This design comes from an exercise in tuning for small area, a short achievable clock period and few clock cycles on the open sky130 flow, not from production work.
The RTL was checked by simulation tests, not by an equivalence proof against the original design.
No activity file was given, so power comes from the tool's default toggle rates.

Design grid_cell_shape_membership_core, start of the top module:
module grid_cell_shape_membership_core
(
  input  logic                 clk,
  input  logic                 rst,
  input  logic                 cfg_valid,
  output logic                 cfg_ready,
  input  logic [gcsm_pkg::CFG_IDX_W-1:0] cfg_index,
  input  logic [gcsm_pkg::VALUE_W-1:0]   cfg_data,
  input  logic                 in_valid,
  output logic                 in_ready,
  input  logic [gcsm_pkg::COORD_W-1:0]   cell_x,
  input  logic [gcsm_pkg::COORD_W-1:0]   cell_y,
  output logic                 out_valid,
  input  logic                 out_ready,
  output logic [gcsm_pkg::COORD_W-1:0]   out_x,
  output logic [gcsm_pkg::COORD_W-1:0]   out_y,
  output logic [gcsm_pkg::MARK_W-1:0]    mark,
  output logic signed [gcsm_pkg::VALUE_W-1:0] write_value,
  output logic                 shape_fits
);
export LEC_CHECK = 0
export CAP_MARGIN = 20
export CORE_MARGIN = 2
export CORE_UTILIZATION = 50
export CTS_BUF_LIST = sky130_fd_sc_hd__clkbuf_8
export SETUP_SLACK_MARGIN = 3.9
export SLEW_MARGIN = 20
export TNS_END_PERCENT = 20
create_clock -name core_clock -period 7.0 [get_ports {clk}]
run.sh (not shown) runs the stock make flow with config.mk's settings and CLKGATE_MAP_FILE= SYNTH_SCRIPT=/design/flow/synth_recipe.tcl, a recipe that flattens the netlist after the stock synthesis.
Testbench counts at the start, summed over its fixed seeds: cycles 14,784.
Edit:
--- a/flow/config.mk
+++ b/flow/config.mk
@@ -8,7 +8,6 @@
 export CAP_MARGIN = 20
 export CORE_MARGIN = 2
-export CORE_UTILIZATION = 50
-export CTS_BUF_LIST = sky130_fd_sc_hd__clkbuf_8
+export CORE_UTILIZATION = 40
+export CTS_BUF_LIST = sky130_fd_sc_hd__clkbuf_4
 export SETUP_SLACK_MARGIN = 3.9
 export SLEW_MARGIN = 20
-export TNS_END_PERCENT = 20
Outcome: Synthesized area is unchanged. Sequential cell count is unchanged. Design area is higher by 1.7%. Synthesized cell count stays the same. Final cell count is higher by 7.7%.
Edit:
--- a/flow/config.mk
+++ b/flow/config.mk
@@ -9,5 +9,5 @@
 export CORE_MARGIN = 2
 export CORE_UTILIZATION = 40
-export CTS_BUF_LIST = sky130_fd_sc_hd__clkbuf_4
+export CTS_BUF_LIST = sky130_fd_sc_hd__clkbuf_8
 export SETUP_SLACK_MARGIN = 3.9
 export SLEW_MARGIN = 20
Effect: The new run completed without violations. Wire length fell by 1.2%. Critical path depth rose by 5. Clock-buffer cell count fell by 67. Power rose by 0.33%. Cell area fell by 0.69%. Worst setup slack gets better by 190 ps. Global-route usage fell by 0.57 points. First-iteration DRC count fell by 12%. Final cell count fell by 1.8%. Non-clock buffer count rose by 10.


Starting RTL as in the previous note.
Settings: LEC_CHECK=0, CAP_MARGIN=20, CORE_MARGIN=2, CORE_UTILIZATION=50, CTS_BUF_LIST=sky130_fd_sc_hd__clkbuf_8, SETUP_SLACK_MARGIN=3.9, SLEW_MARGIN=20; clock period 7.0 ns.
The starting point went through all stages and came out clean.
Testbench counts at the start, summed over its fixed seeds: cycles 14,784.
Next try:
--- a/flow/config.mk
+++ b/flow/config.mk
@@ -10 +10 @@
-export CORE_UTILIZATION = 50
+export CORE_UTILIZATION = 40
@@ -11,0 +12 @@
+export PLACE_DENSITY = 0.6
Effect:
- sequential cell count does not change
- power falls by about 1.6%
- combinational power stays flat
- cell count rises by about 6%
- sequential share of layout area falls by 0.23 points
- hold slack got worse by 0.0070 ns
- clock-buffer cell count rises by 7
- core utilization falls by 12 points
- routed wire length falls by 0.89%
Next try:
--- a/flow/config.mk
+++ b/flow/config.mk
@@ -10 +10 @@
-export CORE_UTILIZATION = 40
+export CORE_UTILIZATION = 50
@@ -12,2 +12 @@
-export PLACE_DENSITY = 0.6
-export SETUP_SLACK_MARGIN = 3.9
+export SETUP_SLACK_MARGIN = 4.1
Effect: Worst hold slack loses 0.0039 ns. Global-route usage is higher by 5.7 points. Combinational power is higher by about 6%. Critical path depth stays the same. Clock power is higher by about 10%. Cell count is lower by 3.7%. Clock-buffer cell count is higher by 2. Power is higher by 4.7%. Area after synthesis does not change.


== job 6516 ==
grid_cell_shape_membership_core, a different RTL version from the one above (not shown whole).
For scale: ~1700 cells after synthesis, about 260 flip-flops, ~100 I/O pins, roughly 0.018 mm2 of cells after synthesis.
clock: 7.0 ns
lec_check: 0
cap_margin: 20
core_margin: 2
core_utilization: 60
setup_slack_margin: 3.7
slew_margin: 20
Testbench counts of job 6516, summed over its fixed seeds: cycles 14,784.
--- input diff job 6516..job 9684 ---
Settings: CTS_CLUSTER_DIAMETER: unset -> 150; CTS_BUF_LIST: unset -> sky130_fd_sc_hd__clkbuf_16; CTS_CLUSTER_SIZE: unset -> 30; CORE_UTILIZATION: 60 -> 40.
Power density over cell area (higher): job 6516
Compared with job 6516, in job 9684 final design utilization fell 24 points; global-route usage fell 8.6 points; area share of fa/ha/maj cells after synthesis about even.
Sequential share of layout area: job 9684 < job 6516
Summary of job 9684 over job 6516: critical path depth saw an increase, final critical delay including setup and external delays went up.
Job 9684: flow completed, timing, DRC and antenna clean
Against job 6516 as the reference, job 9684 delivers a higher data-path buffer share of cell area in the final layout.
Setup changes, job 9684 to job 7768
Settings: CTS_CLUSTER_DIAMETER removed (was 150); CTS_BUF_LIST changed from sky130_fd_sc_hd__clkbuf_16 to sky130_fd_sc_hd__clkbuf_4 sky130_fd_sc_hd__clkbuf_8.
Notes after the runs:
When job 7768 is measured against job 9684, its endpoint arrival time on the critical path turns out 0.08 ns lower.
Growth of design area from synthesis to finish ended up 3.4 points higher on job 7768 than on job 9684.
Job 7768 has clock latency of the later-clocked register in the worst-skew pair above what job 9684 had.
Setup slack: job 7768 better than job 9684
Re data required time of the worst path: job 7768 is 0.06 ns up on job 9684.


== v35 ==
grid_cell_shape_membership_core again, from the RTL that the note above started with.
clock: 7.0 ns
lec_check: 0
cap_margin: 0
core_margin: 2
core_utilization: 40
setup_slack_margin: 3.7
slew_margin: 0
tns_end_percent: 5
Testbench counts of v35, summed over its fixed seeds: cycles 14,784.
What v8 does differently from v35 at the input level:
# v35
export LEC_CHECK = 0
export CAP_MARGIN = 0
export CORE_MARGIN = 2
export CORE_UTILIZATION = 40
export SETUP_SLACK_MARGIN = 3.7
export SLEW_MARGIN = 0
export TNS_END_PERCENT = 5
create_clock -name core_clock -period 7.0 [get_ports {clk}]
# v8
export LEC_CHECK = 0
export CAP_MARGIN = 20
export CORE_MARGIN = 2
export CORE_UTILIZATION = 40
export SETUP_SLACK_MARGIN = 3.7
export SLEW_MARGIN = 20
create_clock -name core_clock -period 7.0 [get_ports {clk}]
==> comparison <==
Of v35 and v8, the lower critical path depth belongs to v35. Total die area came out exactly the same in v35 and v8. Going from v35 to v8, growth of design area from synthesis to finish grows by 5.7 points. When v8 is set beside v35, its power consumption turns out to be 5.1% larger. v8 vs. v35: final net count went up by 68. Looking at relative slew slack across v35 and v8, the one that comes out lower is v8. Reported for v35 and v8, synthesized netlist cell count turned out identical to the last digit. In the tables for v35 and v8, non-clock buffer count reads lower with v35. Lower proportion of final cell area spent on non-clock buffers among v35 and v8: v35. NOTE area of all placed cells without fillers v35->v8 increased by a few percent. As of v8, fmax had risen by a few percent compared to v35.

-- static timing again, ports no longer ideal --
In the flow no input, the clock included, has a driving cell. The finished layouts below were timed again as built, in two steps. Step 1: set_driving_cell puts a clkbuf_16 on clk and a buf_2 on each other input, an assumption about the parent block. Step 2, shift: input delay + t, output delay - t, t = (earliest + latest rising clock arrival at the registers) / 2. This alone moves slack from input paths to output paths. Three values: ideal, step 1, step 2; two values: the first two.
| run | t (ns) | slack for setup (ns) | worst setup path after step 2 |
|---|---|---|---|
| the first run of note 1 | 0.671 | 3.796 / 3.753 / 3.300 | input to register |
| the second run of note 1 | 0.843 | 3.723 / 3.674 / 3.199 | input to register |
| the third run of note 1 | 0.649 | 3.908 / 3.885 / 3.349 | input to register |
| the first run of note 2 | 0.673 | 3.878 / 3.827 / 3.361 | input to register |
| the second run of note 2 | 0.649 | 3.908 / 3.885 / 3.349 | input to register |
| the third run of note 2 | 0.690 | 3.890 / 3.847 / 3.515 | input to register |
| job 6516 | 0.603 | 3.509 / 3.509 / 3.281 | input to register |
| job 9684 | 0.565 | 3.408 / 3.408 / 3.275 | input to register |
| job 7768 | 0.679 | 3.552 / 3.552 / 3.183 | input to register |
| v35 | 0.615 | 3.447 / 3.447 / 3.017 | input to register |
| v8 | 0.631 | 3.622 / 3.610 / 3.203 | input to register |
After both steps every run listed still meets setup and hold.
